What follows belongs to an exercise in optimizing a design on an open flow for small area; a production flow would make more cautious choices.
In this exercise RTL edits were held to simulation tests only and were not proved equivalent to the original.

==> job 8246: inputs <==
Design imu_tilt_and_gyro_rate_core, start of the top module:
module imu_tilt_and_gyro_rate_core (
    input  wire logic         clk,
    input  wire logic         rst_n,
    input  wire logic         s_tvalid,
    output logic              s_tready,
    input  wire logic [95:0]  s_tdata,
    input  wire logic [1:0]   s_tuser,
    output logic              m_tvalid,
    input  wire logic         m_tready,
    output logic [103:0]      m_tdata,
    output logic [2:0]        m_tuser,
    input  wire logic         cfg_valid,
    output logic              cfg_ready,
    input  wire logic [1:0]   cfg_index,
    input  wire logic [9:0]   cfg_data
);
clock: 11.0 ns
lec_check: 0
abc_area: 1
cap_margin: 20
core_margin: 2
core_utilization: 50
gpl_timing_driven: 0
slew_margin: 20
standard.sh (not shown) runs the stock make flow with config.mk's settings and CLKGATE_MAP_FILE= SYNTH_SCRIPT=/design/flow/synth_recipe.tcl, a recipe that flattens the netlist after the stock synthesis.
==> flow/flow/run.sh <==
#!/bin/bash
# Own layout flow, built on the standard flow (standard.sh):
#  2. the synthesis runs again with own_synth.tcl: the same script, but ABC maps
#     the logic with abc_area_nf.script and no adder cells are placed;
#  4. the rest of the standard flow runs, with the port buffers made from the
#     smallest buffer cell and a clock tree of small clock buffers without
#     dummy loads.
# Each tool's full output goes to a log file in this folder.
set -euo pipefail
W=$(pwd)
RES=$W/orfs/results/$FLOW_PLATFORM/imu_tilt_and_gyro_rate_core/base
LOGS=$W/orfs/logs/$FLOW_PLATFORM/imu_tilt_and_gyro_rate_core/base

bash standard.sh synth > synth_standard.log 2>&1
mkdir -p ref_synth
cp $RES/1_2_yosys.v $RES/1_2_yosys.sdc $RES/1_synth.odb $RES/1_synth.sdc ref_synth/
cp $LOGS/1_2_yosys.log ref_synth/1_2_yosys.log

rm -f $RES/1_2_yosys.v $RES/1_2_yosys.sdc $RES/1_synth.odb $RES/1_synth.sdc
if ADDER_MAP_FILE= make -C "$FLOW_HOME" DESIGN_CONFIG=$W/config.mk WORK_HOME=$W/orfs \
      CLKGATE_MAP_FILE= SYNTH_SCRIPT=$W/flow/own_synth.tcl synth > synth_own.log 2>&1 \
   && python3 $W/flow/cmp_regs.py ref_synth/1_2_yosys.v $RES/1_2_yosys.v > regs_compare.log 2>&1; then
  echo "using the own synthesis" >> regs_compare.log
else
  echo "falling back to the standard synthesis" >> regs_compare.log
  cp ref_synth/1_2_yosys.v ref_synth/1_2_yosys.sdc ref_synth/1_synth.odb ref_synth/1_synth.sdc $RES/
fi
touch $RES/1_synth.odb $RES/1_synth.sdc

export BUFFER_PORTS_ARGS="-buffer_cell sky130_fd_sc_hd__buf_1"
export CTS_ARGS="-sink_clustering_enable -repair_clock_nets -dont_use_dummy_load -buf_list {sky130_fd_sc_hd__clkbuf_4} -sink_clustering_size 10 -sink_clustering_max_diameter 35"
bash standard.sh > standard_flow.log 2>&1
cp -r orfs/logs ./orfs_logs 2>/dev/null || true
Other scripts of this flow, unchanged in this note and not shown: flow/flow/abc_area_nf.script, flow/flow/cmp_regs.py, flow/flow/own_synth.tcl
==> job 4773 (differences from job 8246) <==
--- a/flow/design.v
+++ b/flow/design.v
@@ -94,12 +94,16 @@
     logic        c0, c1, c2;           
     logic [1:0]  c3;                   
     logic        seen0;                
     logic        d1, d2;               
     logic        dq1;                  
-    logic        sb, sg, yg, rz;
-    logic        ynz_acc;
+    logic        nb, qd;               
+    logic        qb;                   
+    logic        abit;                 
+    logic        yneg, ynz, ynz_acc, zneg, rneg;
+    logic        dneg, bsign;
+    logic        gt;
     logic signed [15:0] ax, ay, az;
     logic [7:0]  target;
     assign ax = s_tdata[15:0];
     assign ay = s_tdata[31:16];
     assign az = s_tdata[47:32];
@@ -247,33 +251,33 @@
     assign bias_h = bzero ? 1'b0 : biar[0];
     always_comb
     begin
         s_csum = fadd(sum_h, in_bit, (j == 7'd0) ? 1'b0 : c0);
         dl_raw  = (j >= 7'd4 && j <= 7'd27) ? sumr[68] : 1'b0;
-        dl_s    = dl_raw ^ (sg & sn0);
+        dl_s    = dl_raw ^ (dneg & sn0);
         dl_h    = (j < 7'd7) ? target[j[2:0] + 3'd1] : 1'b0;
         s_dload = fadd(dl_s, dl_h, (j == 7'd0) ? 1'b0 : c0);
         dv_n  = (j < 7'd8) ? target[j[2:0]] : 1'b0;
-        dv_sh = (j == 7'd0) ? sb : ((k == 5'd1) ? 1'b0 : dq1);
-        s_dv  = fadd(dv_sh, rz ? dv_n : ~dv_n, (j == 7'd0) ? ~rz : c0);
+        dv_sh = (j == 7'd0) ? nb : ((k == 5'd1) ? 1'b0 : dq1);
+        s_dv  = fadd(dv_sh, rneg ? dv_n : ~dv_n, (j == 7'd0) ? ~rneg : c0);
         bw_q = ze[4];
-        bw_v = (j <= 7'd20) ? (bw_q ^ (sg & sn0)) : sb;
-        sq_abit = (j == 7'd0) ? in_raw : sb;
+        bw_v = (j <= 7'd20) ? (bw_q ^ (dneg & sn0)) : bsign;
+        sq_abit = (j == 7'd0) ? in_raw : abit;
         sq_inv  = (k == 5'd15);
         b_sq_a  = (m == 2'd0 && k == 5'd0) ? 1'b0 : f_roll[0];
         b_sq_op = sq_abit & (sq_inv ^ ((j < {2'b00, k}) ? 1'b0 : in_raw));
         s_sq    = fadd(b_sq_a, b_sq_op, (j == 7'd0) ? (sq_abit & sq_inv) : c0);
         sqrt_s   = (k < 5'd16) ? f_pitch[14] : 1'b0;
         sqrt_rsh = (j < 7'd2) ? sqrt_s : ((k == 5'd0) ? 1'b0 : d2);
         if (j == 7'd0)
             sqrt_t = 1'b1;
         else if (j == 7'd1)
-            sqrt_t = rz;
+            sqrt_t = rneg;
         else
             sqrt_t = f_rx[23];    
-        s_sqrt = fadd(sqrt_rsh, rz ? sqrt_t : ~sqrt_t, (j == 7'd0) ? ~rz : c0);
-        q_new  = (j == 7'd0) ? ((ph == P_SQRT && k == 5'd0) ? 1'b0 : sb) : dq1;
+        s_sqrt = fadd(sqrt_rsh, rneg ? sqrt_t : ~sqrt_t, (j == 7'd0) ? ~rneg : c0);
+        q_new  = (j == 7'd0) ? qb : dq1;
         if (!m[0])
         begin
             ld_src = pr ? in_bit : q_new;
             ld_neg = pr && az[15];
         end
@@ -288,49 +292,49 @@
         else if (!ay[15])
             ld_z = Z180P[j[4:0]];
         else
             ld_z = Z180N[j[4:0]];
         jk   = {2'b00, k} + j;
-        dir  = !yg && rz;
-        tapy = (jk > 7'd25) ? yg : f_ry[k[3:0]];
+        dir  = !yneg && ynz;
+        tapy = (jk > 7'd25) ? yneg : f_ry[k[3:0]];
         tapx = (jk > 7'd24) ? 1'b0 : f_rx[k[3:0]];
         opx  = dir ? tapy : ~tapy;
         opy  = dir ? ~tapx : tapx;
         opz  = dir ? tab_bit : ~tab_bit;
         s_x  = fadd(f_rx[0], opx, (j == 7'd0) ? ~dir : c0);
         s_y  = fadd(f_ry[0], opy, (j == 7'd0) ? dir : c1);
         s_z  = fadd(f_rz[0], opz, (j == 7'd0) ? ~dir : c2);
-        sc_t2 = (j < 7'd2) ? 1'b0 : (j > 7'd30) ? sg : ze[3];
-        sc_t5 = (j < 7'd5) ? 1'b0 : (j > 7'd33) ? sg : ze[0];
-        sc_t6 = (j < 7'd6) ? 1'b0 : (j > 7'd34) ? sg : f_rz[23];
+        sc_t2 = (j < 7'd2) ? 1'b0 : (j > 7'd30) ? zneg : ze[3];
+        sc_t5 = (j < 7'd5) ? 1'b0 : (j > 7'd33) ? zneg : ze[0];
+        sc_t6 = (j < 7'd6) ? 1'b0 : (j > 7'd34) ? zneg : f_rz[23];
         s3    = {2'b00, sc_t2} + {2'b00, sc_t5} + {2'b00, sc_t6} + {1'b0, (j == 7'd0) ? 2'b00 : c3};
         sc_p  = s3[0];
-        sc_m  = sc_p ^ (sg & sn0);
+        sc_m  = sc_p ^ (zneg & sn0);
         s_rr  = fadd(sc_m, (j == 7'd19), (j == 7'd0) ? 1'b0 : c1);
         sc_r  = s_rr[0];
         sc_c  = (j >= 7'd20 && j < 7'd36) ? cconst[4'(j - 7'd20)] : 1'b0;
         if (fsp)
             fin_v = kconst[j[3:0]];
-        else if (yg)
+        else if (gt)
             fin_v = cconst[j[3:0]];
         else
             fin_v = pr ? f_roll[0] : f_pitch[0];
         if (j[3:0] == 4'd15)
             fin_v = 1'b0;
-        fin_o = fin_v ^ ((fsp ? spneg : sg) & sn0);
+        fin_o = fin_v ^ ((fsp ? spneg : zneg) & sn0);
         rm_dc = (ph == P_RM) ? ((j == 7'd7) ? 1'b1 : c0) : ((j == 7'd0) ? 1'b1 : c0);
         s_rd  = fadd(in_bit, ~bias_h, rm_dc);
         rm_sn = (j == 7'd7) ? 1'b0 : seen0;
-        rm_m  = (j < 7'd7) ? 1'b0 : (s_rd[0] ^ (sg & rm_sn));
+        rm_m  = (j < 7'd7) ? 1'b0 : (s_rd[0] ^ (dneg & rm_sn));
         rm_p  = (k == 5'd0 || j == 7'd29) ? 1'b0 : f_rz[0];
         s_pm  = fadd(rm_p, rm_m & gain_reg[k[3:0]], (j == 7'd0) ? 1'b0 : c1);
         s_rq  = fadd(f_rz[1], (j == 7'd0) ? f_rz[0] : c1, 1'b0);
-        if (yg)
-            rf_v = sg ? (j == 7'd23) : (j != 7'd23);
+        if (gt)
+            rf_v = dneg ? (j == 7'd23) : (j != 7'd23);
         else
-            rf_v = s_rq[0] ^ (sg & sn0);
-        rs_c = sg ? (j == 7'd1 || j == 7'd25) : (j <= 7'd24);
+            rf_v = s_rq[0] ^ (dneg & sn0);
+        rs_c = dneg ? (j == 7'd1 || j == 7'd25) : (j <= 7'd24);
     end
     logic rs_en, roll_en, pitch_en, rs_in, roll_in, pitch_in;
     logic rx_en, ry_en, rz_en, rx_in, ry_in, rz_in;
     logic fx_en, fy_en, fz_en, fr_in;
     always_comb
@@ -352,11 +356,11 @@
                 rz_in = s_dload[0];
             end
             P_DIV:
             begin
                 rz_en = 1'b1;
-                rz_in = (j == 7'd27) ? sb : f_rz[0];
+                rz_in = (j == 7'd27) ? qd : f_rz[0];
                 rx_en = (k != 5'd0) && (j < 7'd25);
                 rx_in = s_dv[0];
             end
             P_BWR:
             begin
@@ -750,12 +754,12 @@
     always_ff @(posedge clk)
     begin
         unique case (ph)
             P_IDLE:
             begin
-                rz <= 1'b0;
-                sb   <= 1'b0;
+                rneg <= 1'b0;
+                qb   <= 1'b0;
                 if (s_tvalid && !m_tvalid_reg)
                 begin
                     case (s_tuser)
                         2'd1:    user_reg <= 3'd2;
                         2'd0:    user_reg <= (count_reg < target) ? 3'd0 : 3'd4;
@@ -768,63 +772,63 @@
                 if (count_reg == target)
                     user_reg <= 3'd1;
             P_DLOAD:
                 if (act && j == 7'd0)
                 begin
-                    sg <= sumr[23];
-                    rz <= 1'b0;
-                    sb   <= 1'b0;
+                    dneg <= sumr[23];
+                    rneg <= 1'b0;
+                    qd   <= 1'b0;
                 end
             P_DIV:
             begin
                 if (j == 7'd27)
-                    sb <= f_rz[0];
+                    nb <= f_rz[0];
                 if (j == 7'd24 && k != 5'd0)
                 begin
-                    rz <= s_dv[0];
-                    sb   <= ~s_dv[0];
+                    rneg <= s_dv[0];
+                    qd   <= ~s_dv[0];
                 end
             end
             P_BWR:
                 if (j == 7'd20)
-                    sb <= bw_v;
+                    bsign <= bw_v;
             P_SQ:
                 if (j == 7'd0)
-                    sb <= in_raw;
+                    abit <= in_raw;
             P_SQRT:
                 if (j == 7'd25)
                 begin
-                    rz <= s_sqrt[0];
-                    sb   <= ~s_sqrt[0];
+                    rneg <= s_sqrt[0];
+                    qb   <= ~s_sqrt[0];
                 end
             P_CLOAD:
                 if (j == 7'd28)
                 begin
                     if (m[0])
                     begin
-                        yg <= ye[1];
-                        rz  <= ynz_acc;
+                        yneg <= ye[1];
+                        ynz  <= ynz_acc;
                     end
                     else
-                        sg <= ld_z;
+                        zneg <= ld_z;
                 end
             P_CORD:
                 if (j == 7'd28)
                 begin
-                    yg <= ye[1];
-                    rz  <= ynz_acc;
-                    sg <= s_z[0];
+                    yneg <= ye[1];
+                    ynz  <= ynz_acc;
+                    zneg <= s_z[0];
                 end
             P_SCALE:
                 if (j >= 7'd20)
-                    yg <= (sc_r & ~sc_c) | (~(sc_r ^ sc_c) & ((j == 7'd20) ? 1'b0 : yg));
+                    gt <= (sc_r & ~sc_c) | (~(sc_r ^ sc_c) & ((j == 7'd20) ? 1'b0 : gt));
             P_RD:
                 if (act && j == 7'd23)
-                    sg <= s_rd[0];
+                    dneg <= s_rd[0];
             P_RM:
                 if (act && k == 5'd9 && j != 7'd0)
-                    yg <= (s_pm[0] & ~rs_c) | (~(s_pm[0] ^ rs_c) & ((j == 7'd1) ? 1'b1 : yg));
+                    gt <= (s_pm[0] & ~rs_c) | (~(s_pm[0] ^ rs_c) & ((j == 7'd1) ? 1'b1 : gt));
             default:
             begin
             end
         endcase
     end
Settings changed: GPL_TIMING_DRIVEN 0 to unset.
==> impl_metrics.tcl <==
set metrics [dict create \
    buffers 230 \
    ys_types 61 \
    design.seq.count 328 \
    buffer_area_frac 0.0595 \
    use_met1 0.403 \
    status "timing/DRC/antenna clean" \
    switchingPower_mw 2.27 \
    drt_wl_total_mm 41.1 \
    path_clk_slew_ns 0.09 \
    worstPathRequired_ns 11.37 \
]
the above is filed under job 8246

==> impl_metrics.tcl <==
set metrics [dict create \
    power.leakage_nw 5.46 \
    worstPathRequired_ns 11.38 \
    ys_ff_latch 335 \
    tap_cells 341 \
    path_clk_slew_ns 0.10 \
    drc 0 \
    buffers 242 \
    switchingPower_mw 2.23 \
    status "timing/DRC/antenna clean" \
    cp_num_buf_inv 0 \
    use_met1 0.402 \
    drt_wl_total_mm 43.4 \
    design.seq.count 335 \
    multi_input_area_share 0.342 \
]
the above is filed under job 4773

[static timing again, ports no longer ideal]
The flow's constraints put no driver on any port. The routed layouts listed below were extracted and timed again, unchanged, in two steps.
Step 1, drivers: a clkbuf_16 drives clk and a buf_2 each remaining input, both assumed.
Step 2 moves the port delays by t, midway between the first and last clock arrival at a register: inputs arrive t later, outputs are due t later. That takes back most of the time a late clock gives input paths.
a / b / c = ideal / step 1 / step 2; a / b = the first two.
run | t (ns) | slack for setup (ns) | worst slew at a driven data input, ns
job 8246 | 0.698 | 1.678 / 1.678 / 1.678 | 0.05
job 4773 | 0.708 | 3.934 / 3.934 / 3.934 | 0.11
After both steps setup and hold are still met in every run listed.
